This is an optimization exercise on Yosys and OpenROAD, whose aim is small area and a short achievable clock period, not a production implementation. Only simulation tests tie the RTL to the original design; equivalence was not proved. Power figures rest on the tool's default switching activity, not on a simulated workload.

Setup of job 7764:
// neander_mem_resp
module neander_mem_resp #(
    parameter int WAIT_CYCLES = 1,
    parameter int DATA_W      = 8
) (
    input  logic              clock,
    input  logic              RESET,
    input  logic [7:0]        endM,
    input  logic [DATA_W-1:0] dataIN,
    input  logic              read,
    input  logic              write,
    output logic [DATA_W-1:0] dataOUT,
    output logic              ready,
    input  logic              ld_we,
    input  logic [7:0]        ld_addr,
    input  logic [DATA_W-1:0] ld_data,
    output logic [DATA_W-1:0] io_out,
    output logic              ld_rdy
);
Size in the first run: ~4,500 cells after synthesis, about 2,300 flip-flops, ~55 I/O pins, ~81,000 um^2 of cells after synthesis.
clock: 4.4 ns
lec_check: 0
abc_clock_period_in_ps: 1800
cap_margin: 20
core_margin: 2
core_utilization: 60
cts_cluster_diameter: 100
cts_cluster_size: 24
setup_slack_margin: 2.45
slew_margin: 20
standard.sh (not shown) runs the stock make flow with config.mk's settings and CLKGATE_MAP_FILE= SYNTH_SCRIPT=/design/flow/synth_recipe.tcl, a recipe that flattens the netlist after the stock synthesis.
==> flow/flow/run.sh <==
#!/bin/bash
# The standard layout, with one change: the port buffers that buffer_ports
# inserts on every input and output are buf_4 cells rather than the delay-cell
# buffers it picks by default. Everything else (synthesis, floorplan, power
# grid, placement, CTS, routing) is standard.sh unchanged.
set -euo pipefail
export BUFFER_PORTS_ARGS="-buffer_cell sky130_fd_sc_hd__buf_4"
bash standard.sh finish > standard_finish.log 2>&1
For job 4951, these inputs were changed with respect to job 7764:
- swapping 60 for 68 in CORE_UTILIZATION
- swapping 2.45 for 2.25 in SETUP_SLACK_MARGIN
- putting PLACE_DENSITY at 0.7 where nothing was set
Notes after the runs:
- Job 4951: required time reported for the critical path endpoint higher than job 7764
- A worst setup path category of flop to flop is what job 4951 shows, while flop to primary output belongs to job 7764.
- Job 4951 improves on job 7764 in worst hold slack across all endpoints.
- Job 4951 and job 7764 ended up with roughly the same clock group total power.
- Register share of the cell area ends up lower on job 7764.
- The post-CTS clock slew at the launch and capture registers of the worst setup and hold paths was comparable across job 7764 and job 4951.
- Status: part of the total power dissipated in the clock network parity (job 7764, job 4951)
- Going from job 7764 to job 4951, final area went down, placed cell area went down, cell count went down, unique cell type count in the Yosys netlist did not really move.
### job 4951 -> job 4698
- a deleted PLACE_DENSITY that had been 0.7
- a change of SETUP_SLACK_MARGIN from 2.25 to 2.35
- a change of CORE_UTILIZATION from 68 to 60
--- outcome ---
Diff job 4951 -> job 4698: footprint of the multi-input gates now sits higher; placed standard-cell area increased by 0.33% relative to the old numbers; average detailed-routed wire length per instance went up by 7.2%.
In job 4698 relative to job 4951, worst ir drop on vdd had gone up by a few percent.
Per the comparison of job 4698 with job 4951, final weighted congestion of routability-driven global placement dropped 0.35%; switching portion of total power increased by 0.51 points relative to the old numbers.
Lower time the worst path needs with I/O delays and setup among job 4951 and job 4698: job 4951
## Diff of input files: job 4979 against job 4698
- swapping 2.35 for 2.25 in SETUP_SLACK_MARGIN
--- outcome ---
- ~same sequential share of power in job 4698 and job 4979
- Setup slack: higher on job 4979
- Number of ordinary and repair buffers in the finished layout is lower on job 4979
- Job 4979 closes out successfully: all stages finished, all timing, DRC and antenna checks passed.
- Per the comparison of job 4979 with job 4698, worst setup skew after layout fell by 0.0037 ns; via count decreased by about 0.7% relative to the old numbers.
- Across both runs, wire length was lower for job 4979 than for job 4698.


lane 1:
The RTL this note starts from:
==> flow/design.v <==
`default_nettype none
module neander_mem_resp #(
    parameter int WAIT_CYCLES = 1,
    parameter int DATA_W      = 8
) (
    input  logic              clock,
    input  logic              RESET,
    input  logic [7:0]        endM,
    input  logic [DATA_W-1:0] dataIN,
    input  logic              read,
    input  logic              write,
    output logic [DATA_W-1:0] dataOUT,
    output logic              ready,
    input  logic              ld_we,
    input  logic [7:0]        ld_addr,
    input  logic [DATA_W-1:0] ld_data,
    output logic [DATA_W-1:0] io_out,
    output logic              ld_rdy
);
    localparam int NWORDS = 255;
    localparam int NGRP   = 16;           
    localparam int GW     = 256 / NGRP;   
    logic              r_idle, r_s1, r_s2, r_s3;
    logic [15:0]       r_hi;              
    logic [15:0]       r_lo [2];          
    logic              r_iohit;           
    logic [DATA_W-1:0] r_data;
    logic              r_op_wr;
    logic              r_ldrdy;           
    logic [15:0]       r_whi_n;           
    logic [15:0]       r_wlo_n;           
    logic [DATA_W-1:0] r_dout;
    logic [DATA_W-1:0] r_rd [NGRP];
    logic [DATA_W-1:0] r_io;
    logic [DATA_W-1:0] r_mem [NWORDS];
    logic              w_accept;
    logic              w_io_hit;
    logic [7:0]        w_addr;
    logic              w_ld_take;
    logic              w_cpu_wr;
    logic [DATA_W-1:0] w_grp [NGRP];
    logic [DATA_W-1:0] w_rd_word;
    assign w_accept = r_idle && !ld_we && (read || write);
    assign w_io_hit = r_iohit;
    assign w_addr   = ld_we ? ld_addr : endM;
    assign w_ld_take = r_idle && ld_we;
    assign w_cpu_wr  = r_s2 && r_op_wr;
    always_comb begin
        for (int g = 0; g < NGRP; g++) begin
            w_grp[g] = '0;
            for (int i = 0; i < GW; i++) begin
                if (g * GW + i < NWORDS) begin
                    w_grp[g] = w_grp[g] | ({DATA_W{r_lo[g / 8][i]}} & r_mem[g * GW + i]);
                end
            end
        end
    end
    always_comb begin
        w_rd_word = '0;
        for (int g = 0; g < NGRP; g++) begin
            if (r_hi[g * (16 / NGRP) +: (16 / NGRP)] != '0) begin
                w_rd_word = w_rd_word | r_rd[g];
            end
        end
    end
    always_ff @(posedge clock) begin
        for (int w = 0; w < NWORDS; w++) begin
            if (!(r_whi_n[w / 16] || r_wlo_n[w % 16])) begin
                r_mem[w] <= r_data;
            end
        end
    end
    always_ff @(posedge clock) begin
        if (r_idle) begin
            r_data  <= ld_we ? ld_data : dataIN;
            r_op_wr <= write;
        end
    end
    always_ff @(posedge clock) begin
        for (int g = 0; g < NGRP; g++) begin
            r_rd[g] <= w_grp[g];
        end
    end
    always_ff @(posedge clock) begin
        if (RESET) begin
            r_idle    <= 1'b1;
            r_s1      <= 1'b0;
            r_s2      <= 1'b0;
            r_s3      <= 1'b0;
            r_ldrdy   <= 1'b1;
            r_whi_n   <= '1;
            r_wlo_n   <= '1;
            r_hi      <= '0;
            r_lo[0]   <= '0;
            r_lo[1]   <= '0;
            r_iohit   <= 1'b0;
            r_dout    <= '0;
            r_io      <= '0;
        end else begin
            r_idle    <= (r_idle && !w_accept) || r_s3;
            r_s1      <= w_accept;
            r_s2      <= r_s1;
            r_s3      <= r_s2;
            r_ldrdy   <= !(w_accept || r_s1 || r_s2);
            for (int i = 0; i < 16; i++) begin
                r_whi_n[i] <= !((w_ld_take && (ld_addr[7:4] == 4'(i))) || (w_cpu_wr && r_hi[i]));
                r_wlo_n[i] <= !((w_ld_take && (ld_addr[3:0] == 4'(i))) ||
                                (w_cpu_wr && (r_lo[0][i] || r_lo[1][i])));
            end
            if (r_idle) begin
                for (int i = 0; i < 16; i++) begin
                    r_hi[i]    <= (w_addr[7:4] == 4'(i));
                    r_lo[0][i] <= !w_addr[7] && (w_addr[3:0] == 4'(i));
                    r_lo[1][i] <=  w_addr[7] && (w_addr[3:0] == 4'(i));
                end
                r_iohit <= (w_addr == 8'hFF);
            end
            if (r_s2) begin
                if (!r_op_wr) begin
                    r_dout <= w_io_hit ? r_io : w_rd_word;
                end else if (w_io_hit) begin
                    r_io <= r_data;
                end
            end
        end
    end
    assign dataOUT = r_dout;
    assign ready   = r_s3;
    assign ld_rdy  = r_ldrdy;
    assign io_out  = r_io;
endmodule
`default_nettype wire
clock: 4.4 ns
lec_check: 0
abc_clock_period_in_ps: 1800
cap_margin: 20
core_margin: 2
core_utilization: 60
cts_cluster_diameter: 100
cts_cluster_size: 24
setup_slack_margin: 2.3
slew_margin: 20
Scripts as last shown in full above: flow/flow/run.sh
Lane 1: no failed stages, no open violations at the end
> inputs changed (lane 1 -> lane 2)
--- a/flow/config.mk
+++ b/flow/config.mk
@@ -13,3 +13,3 @@
 export CTS_CLUSTER_SIZE = 24
-export SETUP_SLACK_MARGIN = 2.3
+export SETUP_SLACK_MARGIN = 2.2
 export SLEW_MARGIN = 20
### Flow results
- Taking lane 1 as the reference point, the reg2reg setup slack of lane 2 rises by 0.04 ns.
- Clock-buffer cell count: lane 2 vs lane 1 identical
- Higher total wirelength of the detailed-routed design among lane 1 and lane 2: lane 1
- From lane 1 to lane 2 the numbers moved as follows: number of cells on the worst hold path roughly the same; final non-filler cell area went down 0.31%.
- Going from lane 1 to lane 2, total power after layout did not really move, total number of vias did not really move.
- When lane 2 is measured against lane 1, its peak fanout along the critical path turns out 1 lower.

-- what the ideal ports hide --
No port has a modelled driver above. Below, the same layouts with a new extraction and two added sets of constraints. Step 1 assumes that a clkbuf_16 drives the clock port and a buf_2 every other input. Step 2, shift: input delay + t, output delay - t, t = (earliest + latest rising clock arrival at the registers) / 2. This alone moves slack from input paths to output paths. Slacks: ideal ports / drivers / drivers and shift; pairs: ideal ports / drivers.
run	t (ns)	setup slack, ns	worst hold slack (ns)	cell pins on the clock port's net
job 7764	0.837	2.178 / 2.095 / 1.669	0.381 / 0.342 / 0.478	1
job 4951	0.809	2.214 / 2.144 / 1.699	0.400 / 0.348 / 0.468	1
job 4698	0.827	2.190 / 2.116 / 1.680	0.389 / 0.357 / 0.475	1
job 4979	0.826	2.200 / 2.126 / 1.651	0.394 / 0.363 / 0.478	1
lane 1	0.835	2.150 / 2.150 / 1.875	0.356 / 0.307 / 0.441	1
lane 2	0.841	2.191 / 2.141 / 1.889	0.348 / 0.298 / 0.443	1
After both steps setup and hold are still met in every run listed. For job 4979, which loses most, drivers alone change the setup slack by -0.074 ns; drivers and shift together by -0.549 ns.
